Source: an optimization exercise on an open RTL-to-GDS flow (aim: small area, a short achievable clock period and few clock cycles per item). Production flows keep margins and buffers that such runs may drop. In this exercise RTL edits were held to simulation tests only and were not proved equivalent to the original.

<file path="design/flow/design.v">
package des_types_pkg;
	localparam int NUM_ROUNDS = 16;
	localparam logic MODE_ENCRYPT = 1'b0;
	localparam logic MODE_DECRYPT = 1'b1;
	localparam logic [1:0] ST_IDLE   = 2'd0;
	localparam logic [1:0] ST_ROUND  = 2'd1;
	localparam logic [1:0] ST_OUTPUT = 2'd2;
endpackage
package des_tables_pkg;
	localparam logic [64*7-1:0] IP_TABLE = {
		7'd58, 7'd50, 7'd42, 7'd34, 7'd26, 7'd18, 7'd10, 7'd2,
		7'd60, 7'd52, 7'd44, 7'd36, 7'd28, 7'd20, 7'd12, 7'd4,
		7'd62, 7'd54, 7'd46, 7'd38, 7'd30, 7'd22, 7'd14, 7'd6,
		7'd64, 7'd56, 7'd48, 7'd40, 7'd32, 7'd24, 7'd16, 7'd8,
		7'd57, 7'd49, 7'd41, 7'd33, 7'd25, 7'd17, 7'd9, 7'd1,
		7'd59, 7'd51, 7'd43, 7'd35, 7'd27, 7'd19, 7'd11, 7'd3,
		7'd61, 7'd53, 7'd45, 7'd37, 7'd29, 7'd21, 7'd13, 7'd5,
		7'd63, 7'd55, 7'd47, 7'd39, 7'd31, 7'd23, 7'd15, 7'd7
	};
	localparam logic [64*7-1:0] FP_TABLE = {
		7'd40, 7'd8, 7'd48, 7'd16, 7'd56, 7'd24, 7'd64, 7'd32,
		7'd39, 7'd7, 7'd47, 7'd15, 7'd55, 7'd23, 7'd63, 7'd31,
		7'd38, 7'd6, 7'd46, 7'd14, 7'd54, 7'd22, 7'd62, 7'd30,
		7'd37, 7'd5, 7'd45, 7'd13, 7'd53, 7'd21, 7'd61, 7'd29,
		7'd36, 7'd4, 7'd44, 7'd12, 7'd52, 7'd20, 7'd60, 7'd28,
		7'd35, 7'd3, 7'd43, 7'd11, 7'd51, 7'd19, 7'd59, 7'd27,
		7'd34, 7'd2, 7'd42, 7'd10, 7'd50, 7'd18, 7'd58, 7'd26,
		7'd33, 7'd1, 7'd41, 7'd9, 7'd49, 7'd17, 7'd57, 7'd25
	};
	localparam logic [56*7-1:0] PC1_TABLE = {
		7'd57, 7'd49, 7'd41, 7'd33, 7'd25, 7'd17, 7'd9, 7'd1,
		7'd58, 7'd50, 7'd42, 7'd34, 7'd26, 7'd18, 7'd10, 7'd2,
		7'd59, 7'd51, 7'd43, 7'd35, 7'd27, 7'd19, 7'd11, 7'd3,
		7'd60, 7'd52, 7'd44, 7'd36, 7'd63, 7'd55, 7'd47, 7'd39,
		7'd31, 7'd23, 7'd15, 7'd7, 7'd62, 7'd54, 7'd46, 7'd38,
		7'd30, 7'd22, 7'd14, 7'd6, 7'd61, 7'd53, 7'd45, 7'd37,
		7'd29, 7'd21, 7'd13, 7'd5, 7'd28, 7'd20, 7'd12, 7'd4
	};
	localparam logic [48*7-1:0] PC2_TABLE = {
		7'd14, 7'd17, 7'd11, 7'd24, 7'd1, 7'd5, 7'd3, 7'd28,
		7'd15, 7'd6, 7'd21, 7'd10, 7'd23, 7'd19, 7'd12, 7'd4,
		7'd26, 7'd8, 7'd16, 7'd7, 7'd27, 7'd20, 7'd13, 7'd2,
		7'd41, 7'd52, 7'd31, 7'd37, 7'd47, 7'd55, 7'd30, 7'd40,
		7'd51, 7'd45, 7'd33, 7'd48, 7'd44, 7'd49, 7'd39, 7'd56,
		7'd34, 7'd53, 7'd46, 7'd42, 7'd50, 7'd36, 7'd29, 7'd32
	};
	localparam logic [48*7-1:0] E_TABLE = {
		7'd32, 7'd1, 7'd2, 7'd3, 7'd4, 7'd5, 7'd4, 7'd5,
		7'd6, 7'd7, 7'd8, 7'd9, 7'd8, 7'd9, 7'd10, 7'd11,
		7'd12, 7'd13, 7'd12, 7'd13, 7'd14, 7'd15, 7'd16, 7'd17,
		7'd16, 7'd17, 7'd18, 7'd19, 7'd20, 7'd21, 7'd20, 7'd21,
		7'd22, 7'd23, 7'd24, 7'd25, 7'd24, 7'd25, 7'd26, 7'd27,
		7'd28, 7'd29, 7'd28, 7'd29, 7'd30, 7'd31, 7'd32, 7'd1
	};
	localparam logic [32*7-1:0] P_TABLE = {
		7'd16, 7'd7, 7'd20, 7'd21, 7'd29, 7'd12, 7'd28, 7'd17,
		7'd1, 7'd15, 7'd23, 7'd26, 7'd5, 7'd18, 7'd31, 7'd10,
		7'd2, 7'd8, 7'd24, 7'd14, 7'd32, 7'd27, 7'd3, 7'd9,
		7'd19, 7'd13, 7'd30, 7'd6, 7'd22, 7'd11, 7'd4, 7'd25
	};
	localparam logic [512*4-1:0] SBOX = {
		4'd14, 4'd4, 4'd13, 4'd1, 4'd2, 4'd15, 4'd11, 4'd8, 4'd3, 4'd10, 4'd6, 4'd12, 4'd5, 4'd9, 4'd0, 4'd7,
		4'd0, 4'd15, 4'd7, 4'd4, 4'd14, 4'd2, 4'd13, 4'd1, 4'd10, 4'd6, 4'd12, 4'd11, 4'd9, 4'd5, 4'd3, 4'd8,
		4'd4, 4'd1, 4'd14, 4'd8, 4'd13, 4'd6, 4'd2, 4'd11, 4'd15, 4'd12, 4'd9, 4'd7, 4'd3, 4'd10, 4'd5, 4'd0,
		4'd15, 4'd12, 4'd8, 4'd2, 4'd4, 4'd9, 4'd1, 4'd7, 4'd5, 4'd11, 4'd3, 4'd14, 4'd10, 4'd0, 4'd6, 4'd13,
		4'd15, 4'd1, 4'd8, 4'd14, 4'd6, 4'd11, 4'd3, 4'd4, 4'd9, 4'd7, 4'd2, 4'd13, 4'd12, 4'd0, 4'd5, 4'd10,
		4'd3, 4'd13, 4'd4, 4'd7, 4'd15, 4'd2, 4'd8, 4'd14, 4'd12, 4'd0, 4'd1, 4'd10, 4'd6, 4'd9, 4'd11, 4'd5,
		4'd0, 4'd14, 4'd7, 4'd11, 4'd10, 4'd4, 4'd13, 4'd1, 4'd5, 4'd8, 4'd12, 4'd6, 4'd9, 4'd3, 4'd2, 4'd15,
		4'd13, 4'd8, 4'd10, 4'd1, 4'd3, 4'd15, 4'd4, 4'd2, 4'd11, 4'd6, 4'd7, 4'd12, 4'd0, 4'd5, 4'd14, 4'd9,
		4'd10, 4'd0, 4'd9, 4'd14, 4'd6, 4'd3, 4'd15, 4'd5, 4'd1, 4'd13, 4'd12, 4'd7, 4'd11, 4'd4, 4'd2, 4'd8,
		4'd13, 4'd7, 4'd0, 4'd9, 4'd3, 4'd4, 4'd6, 4'd10, 4'd2, 4'd8, 4'd5, 4'd14, 4'd12, 4'd11, 4'd15, 4'd1,
		4'd13, 4'd6, 4'd4, 4'd9, 4'd8, 4'd15, 4'd3, 4'd0, 4'd11, 4'd1, 4'd2, 4'd12, 4'd5, 4'd10, 4'd14, 4'd7,
		4'd1, 4'd10, 4'd13, 4'd0, 4'd6, 4'd9, 4'd8, 4'd7, 4'd4, 4'd15, 4'd14, 4'd3, 4'd11, 4'd5, 4'd2, 4'd12,
		4'd7, 4'd13, 4'd14, 4'd3, 4'd0, 4'd6, 4'd9, 4'd10, 4'd1, 4'd2, 4'd8, 4'd5, 4'd11, 4'd12, 4'd4, 4'd15,
		4'd13, 4'd8, 4'd11, 4'd5, 4'd6, 4'd15, 4'd0, 4'd3, 4'd4, 4'd7, 4'd2, 4'd12, 4'd1, 4'd10, 4'd14, 4'd9,
		4'd10, 4'd6, 4'd9, 4'd0, 4'd12, 4'd11, 4'd7, 4'd13, 4'd15, 4'd1, 4'd3, 4'd14, 4'd5, 4'd2, 4'd8, 4'd4,
		4'd3, 4'd15, 4'd0, 4'd6, 4'd10, 4'd1, 4'd13, 4'd8, 4'd9, 4'd4, 4'd5, 4'd11, 4'd12, 4'd7, 4'd2, 4'd14,
		4'd2, 4'd12, 4'd4, 4'd1, 4'd7, 4'd10, 4'd11, 4'd6, 4'd8, 4'd5, 4'd3, 4'd15, 4'd13, 4'd0, 4'd14, 4'd9,
		4'd14, 4'd11, 4'd2, 4'd12, 4'd4, 4'd7, 4'd13, 4'd1, 4'd5, 4'd0, 4'd15, 4'd10, 4'd3, 4'd9, 4'd8, 4'd6,
		4'd4, 4'd2, 4'd1, 4'd11, 4'd10, 4'd13, 4'd7, 4'd8, 4'd15, 4'd9, 4'd12, 4'd5, 4'd6, 4'd3, 4'd0, 4'd14,
		4'd11, 4'd8, 4'd12, 4'd7, 4'd1, 4'd14, 4'd2, 4'd13, 4'd6, 4'd15, 4'd0, 4'd9, 4'd10, 4'd4, 4'd5, 4'd3,
		4'd12, 4'd1, 4'd10, 4'd15, 4'd9, 4'd2, 4'd6, 4'd8, 4'd0, 4'd13, 4'd3, 4'd4, 4'd14, 4'd7, 4'd5, 4'd11,
		4'd10, 4'd15, 4'd4, 4'd2, 4'd7, 4'd12, 4'd9, 4'd5, 4'd6, 4'd1, 4'd13, 4'd14, 4'd0, 4'd11, 4'd3, 4'd8,
		4'd9, 4'd14, 4'd15, 4'd5, 4'd2, 4'd8, 4'd12, 4'd3, 4'd7, 4'd0, 4'd4, 4'd10, 4'd1, 4'd13, 4'd11, 4'd6,
		4'd4, 4'd3, 4'd2, 4'd12, 4'd9, 4'd5, 4'd15, 4'd10, 4'd11, 4'd14, 4'd1, 4'd7, 4'd6, 4'd0, 4'd8, 4'd13,
		4'd4, 4'd11, 4'd2, 4'd14, 4'd15, 4'd0, 4'd8, 4'd13, 4'd3, 4'd12, 4'd9, 4'd7, 4'd5, 4'd10, 4'd6, 4'd1,
		4'd13, 4'd0, 4'd11, 4'd7, 4'd4, 4'd9, 4'd1, 4'd10, 4'd14, 4'd3, 4'd5, 4'd12, 4'd2, 4'd15, 4'd8, 4'd6,
		4'd1, 4'd4, 4'd11, 4'd13, 4'd12, 4'd3, 4'd7, 4'd14, 4'd10, 4'd15, 4'd6, 4'd8, 4'd0, 4'd5, 4'd9, 4'd2,
		4'd6, 4'd11, 4'd13, 4'd8, 4'd1, 4'd4, 4'd10, 4'd7, 4'd9, 4'd5, 4'd0, 4'd15, 4'd14, 4'd2, 4'd3, 4'd12,
		4'd13, 4'd2, 4'd8, 4'd4, 4'd6, 4'd15, 4'd11, 4'd1, 4'd10, 4'd9, 4'd3, 4'd14, 4'd5, 4'd0, 4'd12, 4'd7,
		4'd1, 4'd15, 4'd13, 4'd8, 4'd10, 4'd3, 4'd7, 4'd4, 4'd12, 4'd5, 4'd6, 4'd11, 4'd0, 4'd14, 4'd9, 4'd2,
		4'd7, 4'd11, 4'd4, 4'd1, 4'd9, 4'd12, 4'd14, 4'd2, 4'd0, 4'd6, 4'd10, 4'd13, 4'd15, 4'd3, 4'd5, 4'd8,
		4'd2, 4'd1, 4'd14, 4'd7, 4'd4, 4'd10, 4'd8, 4'd13, 4'd15, 4'd12, 4'd9, 4'd0, 4'd3, 4'd5, 4'd6, 4'd11
	};
	localparam logic [15:0] SHIFT_ONE_MASK = 16'b1000_0001_0000_0011;
endpackage
`timescale 1ns/1ps
module des_feistel
(
	input  logic [31:0] i_right,
	input  logic [47:0] i_subkey,
	output logic [31:0] o_f
);
	logic [47:0] expanded;
	logic [47:0] mixed;
	logic [31:0] sbox_out;
	always_comb
	begin
		for (int i = 0; i < 48; i++)
			expanded[47 - i] = i_right[32 - des_tables_pkg::E_TABLE[7 * (47 - i) +: 7]];
	end
	assign mixed = expanded ^ i_subkey;
	for (genvar b = 0; b < 8; b++)
	begin : g_sbox
		logic [5:0] grp;
		assign grp = mixed[47 - 6 * b -: 6];
		assign sbox_out[31 - 4 * b -: 4] =
			des_tables_pkg::SBOX[4 * (511 - 64 * b - {grp[5], grp[0], grp[4:1]}) +: 4];
	end
	always_comb
	begin
		for (int i = 0; i < 32; i++)
			o_f[31 - i] = sbox_out[32 - des_tables_pkg::P_TABLE[7 * (31 - i) +: 7]];
	end
endmodule
`timescale 1ns/1ps
module des_core
(
	input  logic        clk,
	input  logic        rst,
	input  logic        i_start,
	input  logic        i_mode,
	input  logic [63:0] i_key,
	input  logic [63:0] i_block,
	output logic        o_valid,
	output logic [63:0] o_block
);
	logic       busy;
	logic       vld;
	logic [3:0] cnt;
	logic       mode_q;
	logic       load;
	logic       one;
	assign load = !busy && !vld && i_start;
	always_ff @(posedge clk or posedge rst)
	begin
		if (rst)
		begin
			busy <= 1'b0;
			vld  <= 1'b0;
		end
		else
		begin
			vld <= busy && (cnt == 4'd15);
			if (load)
				busy <= 1'b1;
			else if (cnt == 4'd15)
				busy <= 1'b0;
		end
	end
	always_ff @(posedge clk)
	begin
		if (load)
		begin
			cnt    <= 4'd0;
			mode_q <= i_mode;
		end
		else
			cnt <= cnt + 4'd1;
	end
	assign one = (cnt == 4'd0) || (cnt == 4'd7) || (cnt[3:1] == 3'b111);
	logic [55:0] pc1_key;
	logic [55:0] cd;
	logic [55:0] cd_next;
	logic [27:0] c;
	logic [27:0] d;
	logic [47:0] subkey;
	always_comb
	begin
		for (int i = 0; i < 56; i++)
			pc1_key[55 - i] = i_key[64 - des_tables_pkg::PC1_TABLE[7 * (55 - i) +: 7]];
	end
	assign c = cd[55:28];
	assign d = cd[27:0];
	logic s_ld_d, s_ld_e, s_l1, s_l2, s_r1, s_r2;
	assign s_ld_d = load && i_mode;
	assign s_ld_e = load && !i_mode;
	assign s_l1   = !load && !mode_q && one;
	assign s_l2   = !load && !mode_q && !one;
	assign s_r1   = !load && mode_q && one;
	assign s_r2   = !load && mode_q && !one;
	assign cd_next =
		({56{s_ld_d}} & pc1_key) |
		({56{s_ld_e}} & {pc1_key[54:28], pc1_key[55], pc1_key[26:0], pc1_key[27]}) |
		({56{s_l1}} & {c[26:0], c[27], d[26:0], d[27]}) |
		({56{s_l2}} & {c[25:0], c[27:26], d[25:0], d[27:26]}) |
		({56{s_r1}} & {c[0], c[27:1], d[0], d[27:1]}) |
		({56{s_r2}} & {c[1:0], c[27:2], d[1:0], d[27:2]});
	always_ff @(posedge clk)
		cd <= cd_next;
	always_comb
	begin
		for (int i = 0; i < 48; i++)
			subkey[47 - i] = cd[56 - des_tables_pkg::PC2_TABLE[7 * (47 - i) +: 7]];
	end
	logic [31:0] l_q;
	logic [31:0] r_q;
	logic [31:0] f_out;
	logic [63:0] ip_block;
	logic [63:0] pre;
	logic [63:0] fp_block;
	always_comb
	begin
		for (int i = 0; i < 64; i++)
			ip_block[63 - i] = i_block[64 - des_tables_pkg::IP_TABLE[7 * (63 - i) +: 7]];
	end
	des_feistel u_feistel (
		.i_right  (r_q),
		.i_subkey (subkey),
		.o_f      (f_out)
	);
	always_ff @(posedge clk)
	begin
		if (load)
		begin
			l_q <= ip_block[63:32];
			r_q <= ip_block[31:0];
		end
		else
		begin
			l_q <= r_q;
			r_q <= l_q ^ f_out;
		end
	end
	assign pre = {r_q, l_q};
	always_comb
	begin
		for (int i = 0; i < 64; i++)
			fp_block[63 - i] = pre[64 - des_tables_pkg::FP_TABLE[7 * (63 - i) +: 7]];
	end
	assign o_valid = vld;
	assign o_block = vld ? fp_block : 64'd0;
endmodule
</file>
<file path="design/flow/flow/run.sh">
#!/bin/bash
# Own layout flow: the standard ORFS flow with two changes.
#  1. Synthesis: ORFS's synthesis script unchanged, but with an area-oriented ABC
#     script (flow/abc_map.script) and without the half/full-adder extraction.
#  2. Port buffers: buffer_ports uses the smallest buffer (buf_1).
# Every tool's output goes to the ORFS logs under orfs/logs and to flow_*.log here.
set -euo pipefail
WORK=$(pwd)
R=$WORK/orfs/results/$FLOW_PLATFORM/des_core/base

# private copy of the ORFS scripts folder for synthesis, with our ABC script
rm -rf "$WORK/synth_scripts"
cp -r "$FLOW_HOME/scripts" "$WORK/synth_scripts"
cp "$WORK/flow/abc_map.script" "$WORK/synth_scripts/abc_area.script"

SCRIPTS_DIR="$WORK/synth_scripts" ABC_AREA=1 ADDER_MAP_FILE= \
	bash standard.sh synth > "$WORK/flow_synth.log" 2>&1

BUFFER_PORTS_ARGS="-buffer_cell sky130_fd_sc_hd__buf_1" \
	bash standard.sh > "$WORK/flow_layout.log" 2>&1
</file>
<file path="design/flow/flow/abc_map.script">
strash; ifraig; dc2; dch -f; map -a; topo
</file>
<file path="design/flow/standard.sh">
#!/bin/bash
# synth_recipe.tcl (not shown) runs the flow's synth.tcl, then flattens the netlist and writes it again
# the make line also repeats each setting of config.mk as NAME=value (left out here)
make -C /OpenROAD-flow-scripts/flow DESIGN_CONFIG=/design/flow/config.mk WORK_HOME=/design/flow/orfs CLKGATE_MAP_FILE= SYNTH_SCRIPT=/design/flow/synth_recipe.tcl "${@:-finish}"
</file>
<file path="design/flow/config.mk">
export PLATFORM = sky130hd
export DESIGN_NAME = des_core
export DESIGN_NICKNAME = des_core
export VERILOG_FILES = /design/flow/design.v
export SDC_FILE = /design/flow/constraint.sdc
export NUM_CORES = 4
export LEC_CHECK = 0
export CAP_MARGIN = 20
export CORE_MARGIN = 2
export CORE_UTILIZATION = 55
export SETUP_SLACK_MARGIN = 1.5
export SLEW_MARGIN = 20
</file>
<file path="design/flow/constraint.sdc">
create_clock -name core_clock -period 4.0 [get_ports {clk}]
set_input_delay 0.8000 -clock core_clock [delete_from_list [all_inputs] [get_ports {clk}]]
set_output_delay 0.8000 -clock core_clock [all_outputs]
set_load 0.01 [all_outputs]
</file>
==> reports/summary.txt, run 1 <==
Status: timing/DRC/antenna clean
NumNets Final: 1791
Via density: 6.11
DIE WIDTH: 132 µm
Final hold slack: 0.183 ns
Largest net degree at the start of global routing: 66
Post-synth top flop: dfxtp_1
Yosys top cell area share: 27.5%
CTS tree: yes
Syn avg cell area: 6.29 µm²
I/O pins: 197
Yosys Warn Count: 2
Syn nets: 1564
Placed cell area: 0.0103 mm²
Number of synthesized flops with an enable pin: 1
Max stage delay on crit path: 0.51 ns
CP top delay family: buffers and inverters
CTS max path bufs: 2
Post-Syn Area: 0.00901 mm²
CTS Hold Bufs: 0
Total track usage: 35.1%
Die H: 132 µm
Reg2reg path depth: 8
Clock sinks: 127
Final Cell Area: 0.0113 mm²
Post-Place Worst Slack: 1.38 ns
RSZ-0062 raised after global routing: true
Setup-failing EPs final: 0
Synth top cells by count: nor2_1, clkinv_1, nand2_1
Setup slack after layout: 1.55 ns
Global route total overflow: 0
Fin crit period: 2.45 ns
Sequential share of the synthesized area: 28.4%
Layout Skew: 0.00580 ns
Iter 0 DRT Violations: 1542
Mapped Cells: 1432
Pre-antenna DRT Iters: 6
Die area: 0.0174 mm²
Row Count: 46
Root buffer cell: clkbuf_16
Launch point of the worst path: vld
Critical path class: register to register
Syn-to-layout area delta: 25.2%
WP buf/inv: 3
H-tree lvl count: 4
Final Hold Vio Count: 0
RR Endpoint: cd[6]
CP Depth: 8
Worst slew pin tran: 0.782 ns
Cell variety after synth: 32
Final GP Congestion: 0.969
Critical Path Sink: cd[6]
Cell taking the most area after synthesis: dfxtp_1
DR vias: 11500
HPWL after DPL: 22800 µm
Antenna violations before repair: 0
Crit-path max FO: 57
Final ANT Viol Nets: 0
Seq cells post-synth: 127
Data arrival, critical path: 2.73 ns
R2r startpoint: vld
CTS Buf Count: 17
Most common cell in the synthesized netlist: nor2_1
Fmax: 0.408 GHz
CP Capture Type: register
Most area-consuming cells after synthesis: dfxtp_1, nor2_1, clkinv_1, nand2_1, a21oi_1
Final Instance Count excl. Fillers: 1888
HP Class: input port to async pin
Layout cell share with drive strength beyond 1: 8.91%
Core Region: 0.0159 mm²
FFs w/ async S/R, synth: 1.57%
Vias in the first global route: 10200
Global-route wire length before repair: 50100 µm
Setup TNS: 0 ns
IO buf count: 188
Max-slew violations: 0
N_diodes: 0
Worst-path clk slew: 0.06 ns
Period utilization: 61.3%
Worst relative slew slack: 47.7%
MaxCap Viol Count: 0
DRC: 0
Total Wirelength: 32900 µm
Critical Path RT: 4.28 ns
WL/cell: 17.4 µm
Worst-skew pair later-pin latency: 0.42 ns
Initial Utilization: 56.5%
Highest-delay cell along the critical path: dfrtp_2
Startpoint Class: register
Inst Count DP: 1847
CP cell instances: bufinv_16, nand3_4, clkinv_16, nor2_4, nand2_8, clkinv_8, a221oi_1, o221ai_1
==> layer usage <==
metal	part of all wire (%)	GRT usage, %	vias to the layer above	wire (µm)
met5	0	0	-	0
met4	3.2	14.5	0	1060
met3	11	6.69	102	3660
met2	44	55.1	824	14400
met1	42	47.4	5111	13800
li1	-	-	5493	-
==> area by class of cell <==
class,count,area (µm²)
flip-flops and latches,127,2570
fillers,1429,4660
repair buffers,205,837
inverters,232,1010
well taps,216,270
repair inverters,2,17.5
clock buffers,22,484
multi-input cells,1074,5880
clock inverters,10,205
==> sequential cells by signal, indices dropped and copies added, names as in the netlist <==
register	flops
busy	1
cd	56
cnt	4
l_q	32
mode_q	1
r_q	32
vld	1
==> cell usage in the layout (no fill, tap or decap), types with 6 or more instances in the layout <==
cell type,count
nor2_1,252
clkinv_1,202
buf_1,188
nand2_1,187
a21oi_1,128
dfxtp_1,120
o21ai_0,102
a22oi_1,67
xor2_1,47
nand3_1,42
o22ai_1,42
o211ai_1,23
o221ai_1,22
a221oi_1,21
nor2_2,20
clkbuf_16,17
buf_4,16
inv_2,15
nand2_2,13
nor3_1,11
o21ai_1,11
o2111ai_1,9
a31oi_1,8
clkinvlp_4,8
a32oi_1,8
bufinv_16,7
nor2_4,7
o31ai_1,7
a211oi_1,6
==> how the worst min path moves through the flow <==
stage	cells after the start	to
2_1_floorplan	1	cnt[0]
3_3_place_gp	1	cnt[0]
3_5_place_dp	1	cnt[0]
4_1_cts	2	vld
5_1_grt	2	vld
6_report	2	vld
==> repair_timing <==
action,in CTS,in global routing
pin swaps,0,7
resized for setup,9,87
endpoints found under the setup margin,10,42
gates cloned,0,3
setup buffers,0,6
==> cell families after synthesis <==
kind of cell | count (synthesis) | share of synthesized area (%)
xor+xnor | 49 | 4.76
flops | 127 | 28.4
buf+inv | 232 | 9.66
compound gates | 479 | 33.5
simple gates | 545 | 23.6
==> through the flow <==
stage	util, %
after floorplan	-
after global placement	64.6
after detailed placement	64.6
after CTS	69.0
after global routing	70.8
final	70.8
Testbench counts, summed over its fixed seeds: cycles 43,200, items 2,400.
==> inputs of run 2 (changes only) <==
--- a/design/flow/config.mk
+++ b/design/flow/config.mk
@@ -8,5 +8,4 @@
 export CAP_MARGIN = 20
 export CORE_MARGIN = 2
 export CORE_UTILIZATION = 55
-export SETUP_SLACK_MARGIN = 1.5
 export SLEW_MARGIN = 20
==> run 2 against run 1 <==
Effect of this change: still clean; non-clock buffer count shrank 1; area after synthesis is the same; via count shrank 1.1%; utilization shrank 3.6 points; wire length shrank 3.6%; synthesized cell count is the same; cell count shrank 0.21%; hold slack lost 0.019 ns; critical path type unchanged.
==> reports/summary.txt, run 2 <==
CP Capture Type: register
Max stage delay on crit path: 0.62 ns (+0.11 ns)
Final Hold Vio Count: 0 (unchanged)
Layout cell share with drive strength beyond 1: 3.48% (-5.4 points)
Antenna violations before repair: 0 (unchanged)
Max-slew violations: 0 (unchanged)
Most common cell after layout, fill and taps aside: nor2_1
Setup Buffers After CTS: 0 (unchanged)
Multiplexer share of the synthesized area: 0% (unchanged)
DIE WIDTH: 132 µm (unchanged)
Syn-to-layout area delta: 18.7%
Layout Skew: 0.00863 ns (+0.00283 ns)
CTS tree: yes
Total track usage: 35.3% (+0.22 points)
Yosys Warn Count: 2 (unchanged)
HP Class: input port to async pin
Inst Count DP: 1852 (+0.27%)
CTS max path bufs: 2 (unchanged)
Core Region: 0.0159 mm² (unchanged)
Cell taking the most area after synthesis: dfxtp_1
Mapped Cells: 1432 (unchanged)
FILL cells: 1508 (+5.5%)
Period utilization: 73.7% (+12 points)
Final ANT Viol Nets: 0 (unchanged)
IO buf count: 188 (unchanged)
Global-route wire length before repair: 50500 µm (+0.95%)
Worst relative slew slack: 44.7% (-3.0 points)
Post-Syn Area: 0.00901 mm² (unchanged)
Fmax: 0.339 GHz (-17%)
Critical path class: register to register
Final Instance Count excl. Fillers: 1884 (-0.21%)
Crit-path max FO: 10 (-82%)
I/O pins: 197 (unchanged)
Global route total overflow: 0 (unchanged)
Xor and xnor area share after synthesis: 4.76% (unchanged)
Worst-skew pair later-pin latency: 0.44 ns (+0.02 ns)
Setup-failing EPs final: 0 (unchanged)
Die area: 0.0174 mm² (unchanged)
Clock sinks: 127 (unchanged)
Iter 0 DRT Violations: 1404 (-8.9%)
Data arrival, critical path: 3.25 ns (+0.52 ns)
CP cell instances: clkinv_1, nor2_1, nor2_1, clkinv_1, a21oi_1, nand2_1, nand3_1, nand2_1, o21ai_0, xor2_1, o21ai_0
Root buffer cell: clkbuf_16
Initial Utilization: 56.5% (unchanged)
Critical Path RT: 4.30 ns (+0.02 ns)
Cell variety after synth: 32 (unchanged)
Syn avg cell area: 6.29 µm² (unchanged)
DR vias: 11400 (-1.1%)
H-tree lvl count: 4 (unchanged)
Fin crit period: 2.95 ns (+0.494 ns)
Reg2reg path depth: 11 (+3)
Most frequent cells in the layout: nor2_1, clkinv_1, nand2_1
Synth Area in Simple Gates: 23.6% (unchanged)
Post-Synth Adder-Cell Area: 0% (unchanged)
Vias in the first global route: 9952 (-2.6%)
Highest-delay cell along the critical path: nor2_1
Worst slew pin tran: 0.827 ns (+0.0444 ns)
Synth top cells by count: nor2_1, clkinv_1, nand2_1
Pre-antenna DRT Iters: 9 (+3)
Post-synth top flop: dfxtp_1
Sequential share of the synthesized area: 28.4% (unchanged)
Regs by FF count: cd (56), l_q (32), r_q (32)
Startpoint Class: register
Worst-path clk slew: 0.07 ns (about the same)
MaxCap Viol Count: 0 (unchanged)
NumNets Final: 1787 (-0.22%)
Most common cell in the synthesized netlist: nor2_1
Total Wirelength: 31700 µm (-3.6%)
Seq cells post-synth: 127 (unchanged)
Cts repair resizes: 0 (-9)
Setup TNS: 0 ns (unchanged)
Largest family of logic cells by synthesized area: compound AO/OA/AOI/OAI gates
CTS Hold Bufs: 0 (unchanged)
HPWL after DPL: 23100 µm (+1.4%)
WL/cell: 16.8 µm (-3.4%)
Die H: 132 µm (unchanged)
Yosys top cell area share: 27.5% (unchanged)
Max reg flops: 56 (unchanged)
Via density: 6.05 (-0.92%)
FFs w/ async S/R, synth: 1.57% (unchanged)
Largest net degree at the start of global routing: 81 (+23%)
Area fraction in compound gates after synthesis: 33.5% (unchanged)
Row Count: 46 (unchanged)
Status: timing/DRC/antenna clean
Most area-consuming cells after synthesis: dfxtp_1, nor2_1, clkinv_1, nand2_1, a21oi_1
DRC: 0 (unchanged)
Syn nets: 1564 (unchanged)
CTS Buf Count: 17 (unchanged)
Final GP Congestion: 0.979 (+1.1%)
N_diodes: 0 (unchanged)
Number of synthesized flops with an enable pin: 1 (unchanged)
RSZ-0062 raised after global routing: false
Biggest register: cd
## run 2: area by class of cell
class	count	area, µm²	area share [%]
Clock buffer	17	425	3.98
Timing Repair Buffer	204	826	7.72
Inverter	232	875	8.17
Sequential cell	127	2560	23.9
Multi-Input combinational cell	1073	5590	52.3
Clock inverter	15	149	1.39
Tap cell	216	270	2.53
## run 2: metal layers
metal,global-route usage (%),part of all wire (%),vias up
met4,12.2,3.0,0
li1,-,-,5485
met1,48.7,42,5092
met3,6.81,11,90
met5,0,0,-
met2,55.4,44,733
## run 2: logic make-up after synthesis
| family | count (synthesis) |
|---|---|
| buf+inv | 232 |
| flops | 127 |
| xor+xnor | 49 |
| compound gates | 479 |
| simple gates | 545 |
## run 2: critical path: cells and delay by family, from the launching register on
kind	cells	cell delay (ns)
flip-flops	1	0.34
XOR/XNOR	1	0.19
AO/OA/AOI/OAI	3	0.77
buffers and inverters	2	0.57
AND/OR/NAND/NOR	5	0.95
## run 2: stage by stage
step	cell area (µm²)	worst slack, ns	hold slack (ns)	util (%)
after CTS	10700	1.18	0.156	67.1
after global routing	10700	0.804	0.183	67.1
final	10700	1.05	0.164	67.1
after global placement	10100	0.917	0.455	63.5
after detailed placement	10100	0.881	0.458	63.5
after floorplan	9030	0.0979	0.438	-
## run 2: final timing paths
check	to	start	slack [ns]
max	r_q[3]	cd[16]	1.05
min	busy	rst	0.16
max reg2reg	r_q[3]	cd[16]	1.05
min reg2reg	vld	cnt[3]	0.47
max in group asynchronous	vld	rst	3.74
min in group core_clock	vld	cnt[3]	0.47
==> inputs of run 3 (changes only) <==
--- a/design/flow/design.v
+++ b/design/flow/design.v
@@ -135,40 +135,43 @@
 	output logic        o_valid,
 	output logic [63:0] o_block
 );
+	logic       idle;
 	logic       busy;
 	logic       vld;
 	logic [3:0] cnt;
 	logic       mode_q;
-	logic       load;
 	logic       one;
-	assign load = !busy && !vld && i_start;
+	logic       last;
+	assign last = (cnt == 4'd15);
 	always_ff @(posedge clk or posedge rst)
 	begin
 		if (rst)
 		begin
+			idle <= 1'b1;
 			busy <= 1'b0;
 			vld  <= 1'b0;
 		end
 		else
 		begin
-			vld <= busy && (cnt == 4'd15);
-			if (load)
-				busy <= 1'b1;
-			else if (cnt == 4'd15)
-				busy <= 1'b0;
+			idle <= (idle && !i_start) || vld;
+			busy <= (idle && i_start) || (busy && !last);
+			vld  <= busy && last;
 		end
 	end
 	always_ff @(posedge clk)
 	begin
-		if (load)
+		if (idle)
 		begin
 			cnt    <= 4'd0;
 			mode_q <= i_mode;
+			one    <= 1'b1;
 		end
 		else
+		begin
 			cnt <= cnt + 4'd1;
-	end
-	assign one = (cnt == 4'd0) || (cnt == 4'd7) || (cnt[3:1] == 3'b111);
+			one <= (cnt == 4'd6) || (cnt == 4'd13) || (cnt == 4'd14);
+		end
+	end
 	logic [55:0] pc1_key;
 	logic [55:0] cd;
 	logic [55:0] cd_next;
@@ -183,12 +186,12 @@
 	assign c = cd[55:28];
 	assign d = cd[27:0];
 	logic s_ld_d, s_ld_e, s_l1, s_l2, s_r1, s_r2;
-	assign s_ld_d = load && i_mode;
-	assign s_ld_e = load && !i_mode;
-	assign s_l1   = !load && !mode_q && one;
-	assign s_l2   = !load && !mode_q && !one;
-	assign s_r1   = !load && mode_q && one;
-	assign s_r2   = !load && mode_q && !one;
+	assign s_ld_d = idle && i_mode;
+	assign s_ld_e = idle && !i_mode;
+	assign s_l1   = !idle && !mode_q && one;
+	assign s_l2   = !idle && !mode_q && !one;
+	assign s_r1   = !idle && mode_q && one;
+	assign s_r2   = !idle && mode_q && !one;
 	assign cd_next =
 		({56{s_ld_d}} & pc1_key) |
 		({56{s_ld_e}} & {pc1_key[54:28], pc1_key[55], pc1_key[26:0], pc1_key[27]}) |
@@ -221,7 +224,7 @@
 	);
 	always_ff @(posedge clk)
 	begin
-		if (load)
+		if (idle)
 		begin
 			l_q <= ip_block[63:32];
 			r_q <= ip_block[31:0];
==> design/flow/flow/abc_map.script (replaced) <==
strash; &get -n; &fraig -x; &put; dc2; strash; &get -n; &dch -f; &nf -R 1000; &put
--- a/design/flow/config.mk
+++ b/design/flow/config.mk
@@ -8,4 +8,6 @@
 export CAP_MARGIN = 20
 export CORE_MARGIN = 2
 export CORE_UTILIZATION = 55
+export CTS_BUF_LIST = sky130_fd_sc_hd__clkbuf_4 sky130_fd_sc_hd__clkbuf_8
+export SETUP_SLACK_MARGIN = 1.5
 export SLEW_MARGIN = 20
==> run 3 against run 2 <==
Effect of this change: wire length down 11%; setup slack better by 0.49 ns; sequential share of layout area up 1.0 points; critical path depth down 4; non-clock buffer count down 1; via count down 14%; critical path type unchanged; clock-buffer cell count unchanged; cell count down 19%; critical endpoint is now r_q[29]; synthesized cell count down 24%.
==> reports/summary.txt, run 3 <==
MaxCap Viol Count: 0 (unchanged)
Worst slew pin tran: 1.06 ns (+0.231 ns)
Core Region: 0.0153 mm² (-3.9%)
Startpoint Class: register
Via density: 6.41 (+6.0%)
Worst-skew pair later-pin latency: 0.47 ns (+0.03 ns)
Vias in the first global route: 8459 (-15%)
Layout cell share with drive strength beyond 1: 9.24% (+5.8 points)
Inst Count DP: 1494 (-19%)
FILL cells: 1338 (-11%)
CTS max path bufs: 2 (unchanged)
Layout Skew: 0.0154 ns (+0.00679 ns)
CP Capture Type: register
CTS Hold Bufs: 0 (unchanged)
Iter 0 DRT Violations: 2150 (+53%)
Max-slew violations: 0 (unchanged)
Die area: 0.0168 mm² (-3.9%)
Pre-antenna DRT Iters: 15 (+6)
Biggest register: cd
NumNets Final: 1439 (-19%)
Crit-path max FO: 12 (+2)
H-tree lvl count: 4 (unchanged)
Status: timing/DRC/antenna clean
Critical path class: register to register
Data arrival, critical path: 2.80 ns (-0.45 ns)
Final hold slack: 0.139 ns (-0.0249 ns)
RSZ-0062 raised after global routing: true
Setup-failing EPs final: 0 (unchanged)
Initial Utilization: 56.5% (about the same)
Critical Path RT: 4.34 ns (+0.04 ns)
Clock sinks: 129 (+1.6%)
Period utilization: 61.5% (-12 points)
Post-Place Worst Slack: 1.29 ns (+0.407 ns)
N_diodes: 0 (unchanged)
DIE WIDTH: 129 µm (-1.9%)
Global-route wire length before repair: 43700 µm (-13%)
Seq cells post-synth: 129 (+1.6%)
Row Count: 45 (-2.2%)
WL/cell: 18.4 µm (+9.2%)
Fin crit period: 2.46 ns (-0.487 ns)
CTS tree: yes
I/O pins: 197 (unchanged)
HP Class: input port to async pin
Final Hold Vio Count: 0 (unchanged)
Setup slack after layout: 1.54 ns (+0.487 ns)
Fmax: 0.406 GHz (+20%)
Synth top cells by count: nand2_1, dfxtp_1, o21ai_0
Number of synthesized flops with an enable pin: 1 (unchanged)
Most area-consuming cells after synthesis: dfxtp_1, a222oi_1, nand2_1, xnor2_1, o21ai_0
Final ANT Viol Nets: 0 (unchanged)
FFs w/ async S/R, synth: 2.33% (+0.75 points)
HPWL after DPL: 19700 µm (-15%)
Root buffer cell: clkbuf_8
Global route total overflow: 0 (unchanged)
Cell variety after synth: 47 (+47%)
Syn-to-layout area delta: 22.3%
Syn nets: 1217 (-22%)
Setup TNS: 0 ns (unchanged)
CTS Buf Count: 17 (unchanged)
Most common cell after layout, fill and taps aside: buf_1
Syn avg cell area: 7.98 µm² (+27%)
Most frequent cells in the layout: buf_1, nand2_1, o21ai_0
Sequential share of the synthesized area: 30.1% (+1.7 points)
Yosys Warn Count: 2 (unchanged)
Post-synth top flop: dfxtp_1
Worst-path clk slew: 0.10 ns (+0.03 ns)
Post-Syn Area: 0.00865 mm² (-4.0%)
DRC: 0 (unchanged)
Worst relative slew slack: 29.5% (-15 points)
Die H: 129 µm (-1.9%)
Most common cell in the synthesized netlist: nand2_1
Total track usage: 32.9% (-2.5 points)
Largest net degree at the start of global routing: 59 (-27%)
Yosys top cell area share: 28.9% (+1.4 points)
Final Instance Count excl. Fillers: 1531 (-19%)
Regs by FF count: cd (56), l_q (32), r_q (32)
Cell taking the most area after synthesis: dfxtp_1
IO buf count: 188 (unchanged)
Mapped Cells: 1085 (-24%)
Antenna violations before repair: 2 (+2)
Final GP Congestion: 0.962 (-1.7%)
Total Wirelength: 28200 µm (-11%)
DR vias: 9820 (-14%)
Max reg flops: 56 (unchanged)
-- run 3: worst paths after layout --
check                         from      end  slack (ns)  depth (start not counted)
setup reg to reg           r_q[15]  r_q[29]        1.54                          7
setup / recovery           r_q[15]  r_q[29]        1.54                          7
min in group core_clock     cnt[0]   cnt[0]        0.49                          1
max in group asynchronous      rst     idle        3.67                          2
hold / removal                 rst     busy        0.14                          2
hold reg to reg             cnt[0]   cnt[0]        0.49                          1
-- run 3: timing repair --
action                                  CTS  global route
buffers inserted                          2             3
resized for setup                        20            58
endpoints found under the hold margin     0             0
gates cloned                              0             0
endpoints found under the setup margin   79            96
pin swaps                                 0             3
-- run 3: cell families after synthesis --
kind of cell	Yosys count	synth area share, %
buffers and inverters	5	0.217
XOR/XNOR	129	13.1
flip-flops	129	30.1
AND/OR/NAND/NOR	383	19.7
AO/OA/AOI/OAI	403	32.3
multiplexers	36	4.66
-- run 3: stage by stage --
step	utilization (%)	cell area, µm²
CTS	67.1	10300
global route	69.1	10600
global placement	63.7	9750
finish	69.1	10600
floorplan	-	8700
detailed placement	63.7	9750
-- run 3: cell type report --
cell class	count	area (µm²)	area share (%)
Sequential cell	129	2640	25.0
Multi-Input combinational cell	951	6420	60.6
Inverter	5	18.8	0.177
Clock inverter	15	158	1.49
Tap cell	211	264	2.49
Timing Repair Buffer	203	851	8.04
Clock buffer	17	234	2.21
-- run 3: worst max-delay path: stages (launching register included) --
cell	delay, ns
dfxtp_1	0.69
xor2_2	0.46
nand2_1	0.19
o21ai_0	0.30
o22ai_1	0.15
a21oi_2	0.30
xor2_1	0.17
o21ai_0	0.08
-- run 3: layer usage --
metal	vias to the layer above	global-route usage, %	wire length, µm
met2	611	49.9	12500
met3	39	7.93	3150
li1	4667	-	-
met5	-	0	0
met1	4503	46.4	12100
met4	0	9.87	441
Testbench counts of run 3, summed over its fixed seeds: cycles 43,200, items 2,400.
==> inputs of run 4 (changes only) <==
==> design/flow/flow/abc_map.script (replaced) <==
strash; ifraig; dc2; dch -f; map -a; topo
--- a/design/flow/config.mk
+++ b/design/flow/config.mk
@@ -9,5 +9,5 @@
 export CORE_MARGIN = 2
 export CORE_UTILIZATION = 55
 export CTS_BUF_LIST = sky130_fd_sc_hd__clkbuf_4 sky130_fd_sc_hd__clkbuf_8
-export SETUP_SLACK_MARGIN = 1.5
+export SETUP_SLACK_MARGIN = 1.7
 export SLEW_MARGIN = 20
==> run 4 against run 3 <==
Effect of this change: still clean; area after synthesis increased by 4.9%; via count up 21%; sequential share of layout area decreased by 2.8 points; synthesized cell count grew 33%; clock-buffer cell count rose by 2; non-clock buffer count increased by 30; wire length increased by 22%; hold slack improved by 0.010 ns; critical endpoint is now cd[3].
==> reports/summary.txt, run 4 <==
Status: timing/DRC/antenna clean
Period utilization: 60.4% (-1.1 points)
H-tree lvl count: 4 (unchanged)
HPWL after DPL: 22400 µm (+14%)
Biggest register: cd
Cell variety after synth: 30 (-36%)
Antenna violations before repair: 0 (-2)
Fmax: 0.414 GHz (+1.9%)
Max reg flops: 56 (unchanged)
Max-slew violations: 0 (unchanged)
R2r startpoint: idle
Critical Path Sink: cd[3]
Syn nets: 1572 (+29%)
DR vias: 11900 (+21%)
Vias in the first global route: 10300 (+22%)
Regs by FF count: cd (56), l_q (32), r_q (32)
I/O pins: 197 (unchanged)
CTS Buf Count: 17 (unchanged)
Global route total overflow: 0 (unchanged)
Seq cells post-synth: 129 (unchanged)
Crit-path max FO: 47 (+35)
Placed cell area: 0.0102 mm² (+4.7%)
Worst slew pin tran: 0.846 ns (-0.213 ns)
Most area-consuming cells after synthesis: dfxtp_1, a22oi_1, nor2_1, nand2_1, o21ai_0
WL/cell: 17.9 µm (-2.7%)
Most common cell in the synthesized netlist: nor2_1
Iter 0 DRT Violations: 1388 (-35%)
DRC: 0 (unchanged)
Sequential share of the synthesized area: 28.7% (-1.4 points)
Final GP Congestion: 0.966 (+0.42%)
Largest net degree at the start of global routing: 69 (+17%)
Final Hold Vio Count: 0 (unchanged)
Final Cell Area: 0.0120 mm² (+13%)
IO buf count: 188 (unchanged)
Total Wirelength: 34400 µm (+22%)
FILL cells: 1357 (+1.4%)
MaxCap Viol Count: 0 (unchanged)
Fin crit period: 2.42 ns (-0.0451 ns)
Critical Path RT: 4.35 ns (about the same)
RR Endpoint: cd[3]
Global-route wire length before repair: 51300 µm (+17%)
Post-Syn Area: 0.00907 mm² (+4.9%)
Number of synthesized flops with an enable pin: 1 (unchanged)
DIE WIDTH: 132 µm (+2.3%)
CTS tree: yes
Layout cell share with drive strength beyond 1: 21.4% (+12 points)
Critical path class: register to register
Setup TNS: 0 ns (unchanged)
Yosys top cell area share: 27.6% (-1.3 points)
Total track usage: 36.0% (+3.1 points)
Layout Skew: 0.0157 ns (+0.000308 ns)
Final hold slack: 0.150 ns (+0.0101 ns)
CTS max path bufs: 2 (unchanged)
Reg2reg path depth: 5 (-2)
Met1 usage: 47.5% (+1.1 points)
Die H: 132 µm (+2.3%)
FFs w/ async S/R, synth: 2.33% (unchanged)
GRT met2 Usage: 56.7% (+6.8 points)
Yosys Warn Count: 2 (unchanged)
Final ANT Viol Nets: 0 (unchanged)
Via density: 6.17 (-3.8%)
Data arrival, critical path: 2.76 ns (-0.04 ns)
Die area: 0.0175 mm² (+4.7%)
Pre-antenna DRT Iters: 6 (-9)
Worst relative slew slack: 43.3% (+14 points)
Row Count: 46 (+2.2%)
Post-synth top flop: dfxtp_1
Launch point of the worst path: idle
N_diodes: 0 (unchanged)
Worst-skew pair later-pin latency: 0.47 ns (about the same)
Most frequent cells in the layout: nand2_1, nor2_1, buf_1
Initial Utilization: 56.7% (+0.21 points)
Worst-path clk slew: 0.09 ns (about the same)
RSZ-0062 raised after global routing: true
Synth top cells by count: nor2_1, nand2_1, clkinv_1
NumNets Final: 1828 (+27%)
Syn avg cell area: 6.30 µm² (-21%)
Core Region: 0.0160 mm² (+4.5%)
Met3 Use GR: 6.21% (-1.7 points)
Root buffer cell: clkbuf_8
Syn-to-layout area delta: 31.9%
Setup-failing EPs final: 0 (unchanged)
CP Capture Type: register
Startpoint Class: register
Clock sinks: 129 (unchanged)
Mapped Cells: 1440 (+33%)
HP Class: input port to async pin
Busiest grt layer: met2
Cell taking the most area after synthesis: dfxtp_1
Most common cell after layout, fill and taps aside: nand2_1
==> run 4: cell families after synthesis <==
| logic type | after synthesis | synth area share, % |
|---|---|---|
| compound gates | 481 | 32.8 |
| simple gates | 583 | 25.7 |
| buf+inv | 202 | 8.36 |
| xor+xnor | 45 | 4.34 |
| flops | 129 | 28.7 |
==> run 4: timing repair <==
item / in CTS / in global routing
setup buffers: 7 / 23
hold endpoints to repair: 0 / 0
hold buffers: 0 / 0
cloned: 4 / 4
resized for setup: 149 / 241
pin swaps: 9 / 33
endpoints found under the setup margin: 149 / 120
==> run 4: cell type report <==
cell class | instances | area, µm² | area share (%)
repair buffers | 233 | 1280 | 10.7
well taps | 216 | 270 | 2.26
inverters | 202 | 891 | 7.44
clock inverters | 13 | 184 | 1.54
repair inverters | 1 | 8.76 | 0.0732
multi-input cells | 1112 | 6420 | 53.6
clock buffers | 19 | 262 | 2.18
flip-flops and latches | 129 | 2660 | 22.2
==> run 4: how the worst min path moves through the flow <==
| stage | endpoint | cells after the start | from |
|---|---|---|---|
| after floorplan | cnt[0] | 1 | cnt[0] |
| after global placement | cnt[0] | 1 | cnt[0] |
| after detailed placement | cnt[0] | 1 | cnt[0] |
| after CTS | busy | 2 | rst |
| after global routing | busy | 2 | rst |
| final | busy | 2 | rst |
==> run 4: per-layer routing <==
| metal | share of wire (%) | wire (µm) |
|---|---|---|
| met2 | 46 | 15800 |
| met3 | 11 | 3760 |
| met1 | 39 | 13300 |
| met4 | 4.6 | 1570 |
| met5 | 0 | 0 |
==> run 4: stage by stage <==
stage                     std cells  utilization (%)  worst slack (ns)
after floorplan                1440                -              1.56
after global placement         1855             63.8              1.24
after detailed placement       1855             63.8              1.28
after CTS                      1898             69.6              1.64
after global routing           1925             74.8              1.60
final                          1925             74.8              1.58
==> run 4: critical path: stages, from the launching register on <==
cell      delay (ns)
dfstp_4         0.93
nor2_1          0.20
nand2_2         0.33
clkinv_8        0.28
a221oi_1        0.45
nand2_1         0.11
==> inputs of run 5 (changes only) <==
--- a/design/flow/config.mk
+++ b/design/flow/config.mk
@@ -8,6 +8,5 @@
 export CAP_MARGIN = 20
 export CORE_MARGIN = 2
 export CORE_UTILIZATION = 55
-export CTS_BUF_LIST = sky130_fd_sc_hd__clkbuf_4 sky130_fd_sc_hd__clkbuf_8
-export SETUP_SLACK_MARGIN = 1.7
+export SETUP_SLACK_MARGIN = 1.5
 export SLEW_MARGIN = 20
==> run 5 against run 4 <==
Effect of this change: sequential share of layout area grew 1.4 points; still clean on timing, DRC and antenna; largest cell class unchanged; via count down 5.8%; utilization shrank 5.6 points.
==> reports/summary.txt, run 5 <==
Post-Synth Adder-Cell Area: 0% (unchanged)
Vias in the first global route: 9748 (-5.2%)
Synth top cells by count: nor2_1, nand2_1, clkinv_1
Max reg flops: 56 (unchanged)
Cell variety after synth: 30 (unchanged)
Die H: 132 µm (unchanged)
Regs by FF count: cd (56), l_q (32), r_q (32)
Global route total overflow: 0 (unchanged)
CTS max path bufs: 2 (unchanged)
Worst slew pin tran: 0.765 ns (-0.0806 ns)
MaxCap Viol Count: 0 (unchanged)
Layout Skew: 0.00489 ns (-0.0108 ns)
Xor and xnor area share after synthesis: 4.34% (unchanged)
CP cell instances: or2_2, nand2_2, clkinvlp_4, nor2_2, clkinv_1, nand2_1, a21oi_1, nand2_1, nand2_1, o21ai_0, xor2_1, o21ai_1
FILL cells: 1457 (+7.4%)
Synth Area in Simple Gates: 25.7% (unchanged)
Area of the multi-input gates: 0.00597 mm² (-7.0%)
Largest net degree at the start of global routing: 70 (+1.4%)
I/O pins: 197 (unchanged)
Register area: 0.00262 mm² (-1.6%)
Max-slew violations: 0 (unchanged)
Yosys Warn Count: 2 (unchanged)
Post-Place Worst Slack: 1.21 ns (-0.0718 ns)
HP Class: input port to async pin
Root buffer cell: clkbuf_16
R2r startpoint: r_q[26]
Number of synthesized flops with an enable pin: 1 (unchanged)
RSZ-0062 raised after global routing: true
H-tree lvl count: 4 (unchanged)
Cell taking the most area after synthesis: dfxtp_1
Reg2reg path depth: 12 (+7)
Via density: 5.92 (-4.1%)
Crit-path max FO: 8 (-83%)
Worst path most repeated cell: nand2_1
Busiest grt layer: met2
Total track usage: 33.7% (-2.3 points)
Most area-consuming cells after synthesis: dfxtp_1, a22oi_1, nor2_1, nand2_1, o21ai_0
Antenna violations before repair: 1 (+1)
GRT met2 Usage: 53.4% (-3.3 points)
NumNets Final: 1794 (-1.9%)
Iter 0 DRT Violations: 1405 (+1.2%)
HPWL after DPL: 22000 µm (-2.0%)
Critical path class: register to register
Setup slack after layout: 1.60 ns (+0.0126 ns)
DIE WIDTH: 132 µm (unchanged)
Post-synth top flop: dfxtp_1
Max stage delay on crit path: 0.35 ns (-0.58 ns)
Setup TNS: 0 ns (unchanged)
Global-route wire length before repair: 48500 µm (-5.3%)
Startpoint Class: register
Final Instance Count excl. Fillers: 1891 (-1.8%)
Period utilization: 60.1% (-0.31 points)
CP top delay family: simple AND/OR/NAND/NOR gates
CP Depth: 12 (+7)
Clock sinks: 129 (unchanged)
DR vias: 11200 (-5.8%)
Largest family of logic cells by synthesized area: compound AO/OA/AOI/OAI gates
Most common cell after layout, fill and taps aside: nand2_1
WP buf/inv: 2 (+1)
Critical Path Sink: r_q[14]
Biggest register: cd
Seq cells post-synth: 129 (unchanged)
Final GP Congestion: 1.02 (+5.8%)
Area fraction in compound gates after synthesis: 32.8% (unchanged)
Die area: 0.0175 mm² (unchanged)
Total Wirelength: 30700 µm (-11%)
Row Count: 46 (unchanged)
Most common cell in the synthesized netlist: nor2_1
Final ANT Viol Nets: 0 (unchanged)
Data arrival, critical path: 2.72 ns (-0.04 ns)
Fmax: 0.416 GHz (+0.52%)
FFs w/ async S/R, synth: 2.33% (unchanged)
Most frequent cells in the layout: nand2_1, nor2_1, buf_1
Met3 Use GR: 6.63% (+0.42 points)
Met1 usage: 45.5% (-2.0 points)
Worst relative slew slack: 48.8% (+5.5 points)
Syn-to-layout area delta: 21.9%
IO buf count: 188 (unchanged)
Highest-delay cell along the critical path: dfxtp_1
Initial Utilization: 56.7% (unchanged)
DRC: 0 (unchanged)
Yosys top cell area share: 27.6% (unchanged)
Worst-skew pair later-pin latency: 0.43 ns (-0.04 ns)
RR Endpoint: r_q[14]
Final Hold Vio Count: 0 (unchanged)
Post-Syn Area: 0.00907 mm² (unchanged)
Mapped Cells: 1440 (unchanged)
Fin crit period: 2.40 ns (-0.0126 ns)
CTS tree: yes
Multiplexer share of the synthesized area: 0% (unchanged)
Layout cell share with drive strength beyond 1: 9.92% (-11 points)
Launch point of the worst path: r_q[26]
CTS Buf Count: 17 (unchanged)
Critical Path RT: 4.31 ns (-0.04 ns)
CP Capture Type: register
Sequential share of the synthesized area: 28.7% (unchanged)
Inst Count DP: 1856 (+0.054%)
WL/cell: 16.2 µm (-9.3%)
Pre-antenna DRT Iters: 6 (unchanged)
Syn nets: 1572 (unchanged)
Setup-failing EPs final: 0 (unchanged)
Worst-path clk slew: 0.06 ns (-0.03 ns)
Syn avg cell area: 6.30 µm² (unchanged)
CTS Hold Bufs: 0 (unchanged)
Status: timing/DRC/antenna clean
Core Region: 0.0160 mm² (unchanged)
==> run 5: final cells by class <==
class                      instances  share of cell area [%]
antenna                            1                  0.0226
clock buffer                      26                    4.60
clock inverter                     5                   0.475
inverter                         202                    7.42
multi-input combinational       1109                    53.9
sequential                       129                    23.7
tap                              216                    2.44
timing repair buffer             203                    7.46
==> run 5: through the flow <==
stage	hold slack [ns]	util, %	instance area, µm²
6_report	0.187	69.2	11100
5_1_grt	0.190	69.2	11100
4_1_cts	0.186	67.7	10800
3_5_place_dp	0.436	63.8	10200
3_3_place_gp	0.432	63.8	10200
2_1_floorplan	0.414	-	9140
==> run 5: how the worst min path moves through the flow <==
stage | from | to | slack (ns) | depth (start not counted)
after detailed placement | cnt[0] | cnt[0] | 0.44 | 1
after CTS | rst | vld | 0.19 | 2
final | rst | vld | 0.19 | 2
after global placement | cnt[0] | cnt[0] | 0.43 | 1
after global routing | rst | vld | 0.19 | 2
after floorplan | cnt[0] | cnt[0] | 0.41 | 1
==> run 5: metal layers <==
layer	wire length, µm	share of wire (%)
met1	12900	42
met2	14000	46
met3	2800	9.1
met4	984	3.2
met5	0	0
==> run 5: cell families after synthesis <==
family	Yosys count
DFF	129
buffers and inverters	202
xor gates and xnor gates	45
AOI/OAI and AO/OA	481
and+or+nand+nor	583
==> run 5: timing repair <==
action | CTS | global route
pin swaps | 1 | 4
setup buffers | 0 | 3
gates cloned | 0 | 0
resized for setup | 35 | 94
endpoints found under the setup margin | 83 | 140
==> inputs of run 6 (changes only) <==
--- a/design/flow/flow/run.sh
+++ b/design/flow/flow/run.sh
@@ -2,6 +2,7 @@
 # Own layout flow: the standard ORFS flow with two changes.
 #  1. Synthesis: ORFS's synthesis script unchanged, but with an area-oriented ABC
 #     script (flow/abc_map.script) and without the half/full-adder extraction.
+#     a222oi is not used: its pins are hard to reach for the router.
 #  2. Port buffers: buffer_ports uses the smallest buffer (buf_1).
 # Every tool's output goes to the ORFS logs under orfs/logs and to flow_*.log here.
 set -euo pipefail
@@ -12,6 +13,9 @@
 rm -rf "$WORK/synth_scripts"
 cp -r "$FLOW_HOME/scripts" "$WORK/synth_scripts"
 cp "$WORK/flow/abc_map.script" "$WORK/synth_scripts/abc_area.script"
+sed -i 's/^set lib_dont_use_args ""$/set lib_dont_use_args "-dont_use sky130_fd_sc_hd__a222oi_1"/' \
+	"$WORK/synth_scripts/synth_preamble.tcl"
+grep -q 'a222oi' "$WORK/synth_scripts/synth_preamble.tcl"
 
 SCRIPTS_DIR="$WORK/synth_scripts" ABC_AREA=1 ADDER_MAP_FILE= \
 	bash standard.sh synth > "$WORK/flow_synth.log" 2>&1
==> design/flow/flow/abc_map.script (replaced) <==
strash; &get -n; &fraig -x; &put; dc2; strash; &get -n; &dch -f; &nf -R 1000; &put
--- a/design/flow/config.mk
+++ b/design/flow/config.mk
@@ -8,5 +8,6 @@
 export CAP_MARGIN = 20
 export CORE_MARGIN = 2
 export CORE_UTILIZATION = 55
+export CTS_BUF_LIST = sky130_fd_sc_hd__clkbuf_4 sky130_fd_sc_hd__clkbuf_8
 export SETUP_SLACK_MARGIN = 1.5
 export SLEW_MARGIN = 20
==> run 6 against run 5 <==
Effect of this change: register-to-register slack better by 0.02 ns; hold slack lost 0.045 ns; sequential share of layout area up 0.81 points; synthesized cell count is 20% lower; final area decreased by 2.0%; first-iteration DRC count is 29% lower; critical path depth fell by 3; largest cell class unchanged.
==> reports/summary.txt, run 6 <==
CTS Buf Count: 17 (unchanged)
CP Capture Type: register
CTS max path bufs: 2 (unchanged)
Sequential share of the synthesized area: 29.3% (+0.59 points)
Util after Layout: 68.5% (-0.63 points)
Pre-antenna DRT Iters: 6 (unchanged)
Final GP Congestion: 0.960 (-6.1%)
Worst relative slew slack: 23.8% (-25 points)
Synth top cells by count: nand2_1, a22oi_1, dfxtp_1
DIE WIDTH: 131 µm (-0.97%)
RSZ-0062 raised after global routing: true
Die area: 0.0172 mm² (-1.9%)
NumNets Final: 1509 (-16%)
HP Class: input port to async pin
Layout Skew: 0.0158 ns (+0.0109 ns)
Worst-path clk slew: 0.09 ns (+0.03 ns)
Cell variety after synth: 46 (+53%)
Clock sinks: 129 (unchanged)
Worst slew pin tran: 1.14 ns (+0.378 ns)
MaxCap Viol Count: 0 (unchanged)
Biggest register: cd
Fmax: 0.419 GHz (+0.65%)
Final ANT Viol Nets: 0 (unchanged)
Most area-consuming cells after synthesis: dfxtp_1, a22oi_1, xnor2_1, nand2_1, o21ai_0
Global-route wire length before repair: 45600 µm (-6.1%)
Vias in the first global route: 8831 (-9.4%)
HPWL after DPL: 20000 µm (-8.9%)
Most common cell after layout, fill and taps aside: buf_1
Core Region: 0.0158 mm² (-1.1%)
I/O pins: 197 (unchanged)
Syn-to-layout area delta: 22.0% (about the same)
Row Count: 46 (unchanged)
Layout cell share with drive strength beyond 1: 8.49% (-1.4 points)
Regs by FF count: cd (56), l_q (32), r_q (32)
Syn avg cell area: 7.68 µm² (+22%)
DRC: 0 (unchanged)
Setup TNS: 0 ns (unchanged)
Crit-path max FO: 5 (-3)
Period utilization: 59.7% (-0.39 points)
Iter 0 DRT Violations: 999 (-29%)
IO buf count: 188 (unchanged)
Cell taking the most area after synthesis: dfxtp_1
Antenna violations before repair: 1 (unchanged)
Critical path class: register to register
Critical Path RT: 4.34 ns (+0.03 ns)
FILL cells: 1403 (-3.7%)
N_diodes: 0 (-1)
Seq cells post-synth: 129 (unchanged)
Largest net degree at the start of global routing: 57 (-19%)
Root buffer cell: clkbuf_8
WL/cell: 18.1 µm (+11%)
Final hold slack: 0.142 ns (-0.0449 ns)
Max reg flops: 56 (unchanged)
Post-synth top flop: dfxtp_1
Setup-failing EPs final: 0 (unchanged)
Fin crit period: 2.39 ns (-0.0155 ns)
Final Hold Vio Count: 0 (unchanged)
Die H: 131 µm (-0.97%)
FFs w/ async S/R, synth: 2.33% (unchanged)
Status: timing/DRC/antenna clean
Number of synthesized flops with an enable pin: 1 (unchanged)
Worst-skew pair later-pin latency: 0.47 ns (+0.04 ns)
Total track usage: 32.5% (-1.2 points)
Syn nets: 1290 (-18%)
Placed cell area: 0.00999 mm² (-2.1%)
Final Cell Area: 0.0108 mm² (-2.0%)
Data arrival, critical path: 2.72 ns (about the same)
Post-Syn Area: 0.00889 mm² (-2.0%)
Via density: 6.28 (+6.0%)
Max-slew violations: 0 (unchanged)
Mapped Cells: 1158 (-20%)
Initial Utilization: 56.2% (-0.53 points)
Total Wirelength: 29000 µm (-5.4%)
CTS Hold Bufs: 0 (unchanged)
Startpoint Class: register
H-tree lvl count: 4 (unchanged)
Yosys Warn Count: 2 (unchanged)
DR vias: 10100 (-10%)
Most common cell in the synthesized netlist: nand2_1
Yosys top cell area share: 28.1% (+0.56 points)
CTS tree: yes
Global route total overflow: 0 (unchanged)
Most frequent cells in the layout: buf_1, nand2_1, a22oi_1
## run 6: cell count changes after synthesis, moves of 15 or more
cell / delta
a31oi_1: +17
and2_0: +66
clkinv_1: -197
mux2_1: +34
nand2_1: -75
nand4_1: +16
nor2_1: -166
o21ai_0: -50
or2_2: -15
xnor2_1: +69
xor2_1: +15
## run 6: final cells by class
class / instances / area (µm²) / area share [%]
clock buffer: 17 / 234 / 2.16
tap: 216 / 270 / 2.49
multi-input combinational: 1024 / 6680 / 61.6
inverter: 5 / 18.8 / 0.173
clock inverter: 15 / 160 / 1.48
timing repair buffer: 200 / 828 / 7.64
sequential: 129 / 2650 / 24.5
## run 6: per-layer routing
| metal | GRT usage (%) | share of wire (%) |
|---|---|---|
| met1 | 44.9 | 45 |
| met3 | 8.22 | 8.9 |
| met5 | 0 | 0.055 |
| met2 | 50.0 | 44 |
| met4 | 9.84 | 1.9 |
## run 6: kinds of logic after synthesis
kind of cell	Yosys count	share of synthesized area [%]
AOI/OAI and AO/OA	443	31.8
and+or+nand+nor	416	21.5
xor gates and xnor gates	129	12.7
DFF	129	29.3
muxes	36	4.53
buffers and inverters	5	0.211
## run 6: what timing repair did
item                                   CTS  global route
setup endpoints to repair               78            49
gates resized for setup                 17            66
setup buffers                            2             1
cloned                                   0             0
pin swaps                                0             4
endpoints found under the hold margin    0             0
## run 6: final timing paths
kind / startpoint / end / depth (start not counted)
setup / recovery: r_q[24] / r_q[14] / 9
hold reg to reg: cnt[0] / cnt[0] / 1
setup reg to reg: r_q[24] / r_q[14] / 9
hold / removal: rst / vld / 2
max in group asynchronous: rst / idle / 2
min in group core_clock: cnt[0] / cnt[0] / 1
## run 6: worst max-delay path: stages, from the launching register on
cell,delay (ns)
dfxtp_2,0.40
xnor2_1,0.32
nor2_1,0.14
nor2_1,0.24
nand2_1,0.15
a221oi_1,0.33
a211oi_1,0.10
nor2_2,0.33
xor2_1,0.16
o21ai_0,0.08
## run 6: stage by stage
stage	instances	setup WS, ns
after floorplan	1158	1.63
after global placement	1571	1.27
after CTS	1605	1.52
after global routing	1606	1.39
after detailed placement	1571	1.31
final	1606	1.61

separate check: timing with driven ports:
How much do the figures lean on ideal ports? The routed layouts below were timed once more, with nothing changed but the port constraints. Step 1 sets driving cells, clkbuf_16 on the clock port and buf_2 on the other inputs (assumed; they add their load-dependent delay and slew). Step 2 times the ports against the registers' clock, not the clock port: input delays grow and output delays shrink by t, the midpoint of the rising clock arrivals with the driver on. Three values: no drivers, after step 1, after step 2; two values: the first two.
run | t (ns) | setup WS [ns] | worst hold slack (ns) | worst data-port slew with drivers (ns) | pins driven straight from the clock port
run 1 | 0.469 | 1.546 / 1.546 / 1.425 | 0.183 / 0.156 / 0.478 | 0.04 | 1
run 2 | 0.474 | 1.053 / 1.053 / 0.674 | 0.164 / 0.144 / 0.470 | 0.05 | 1
run 3 | 0.503 | 1.540 / 1.540 / 1.540 | 0.139 / 0.115 / 0.493 | 0.05 | 1
run 4 | 0.502 | 1.585 / 1.585 / 1.585 | 0.150 / 0.128 / 0.456 | 0.05 | 1
run 5 | 0.472 | 1.598 / 1.598 / 1.598 | 0.187 / 0.160 / 0.454 | 0.07 | 1
run 6 | 0.504 | 1.613 / 1.613 / 1.613 | 0.142 / 0.120 / 0.497 | 0.08 | 1
After both steps setup and hold are still met in every run listed. For run 2, which loses most, drivers alone change the setup slack by 0.000 ns; drivers and shift together by -0.379 ns.
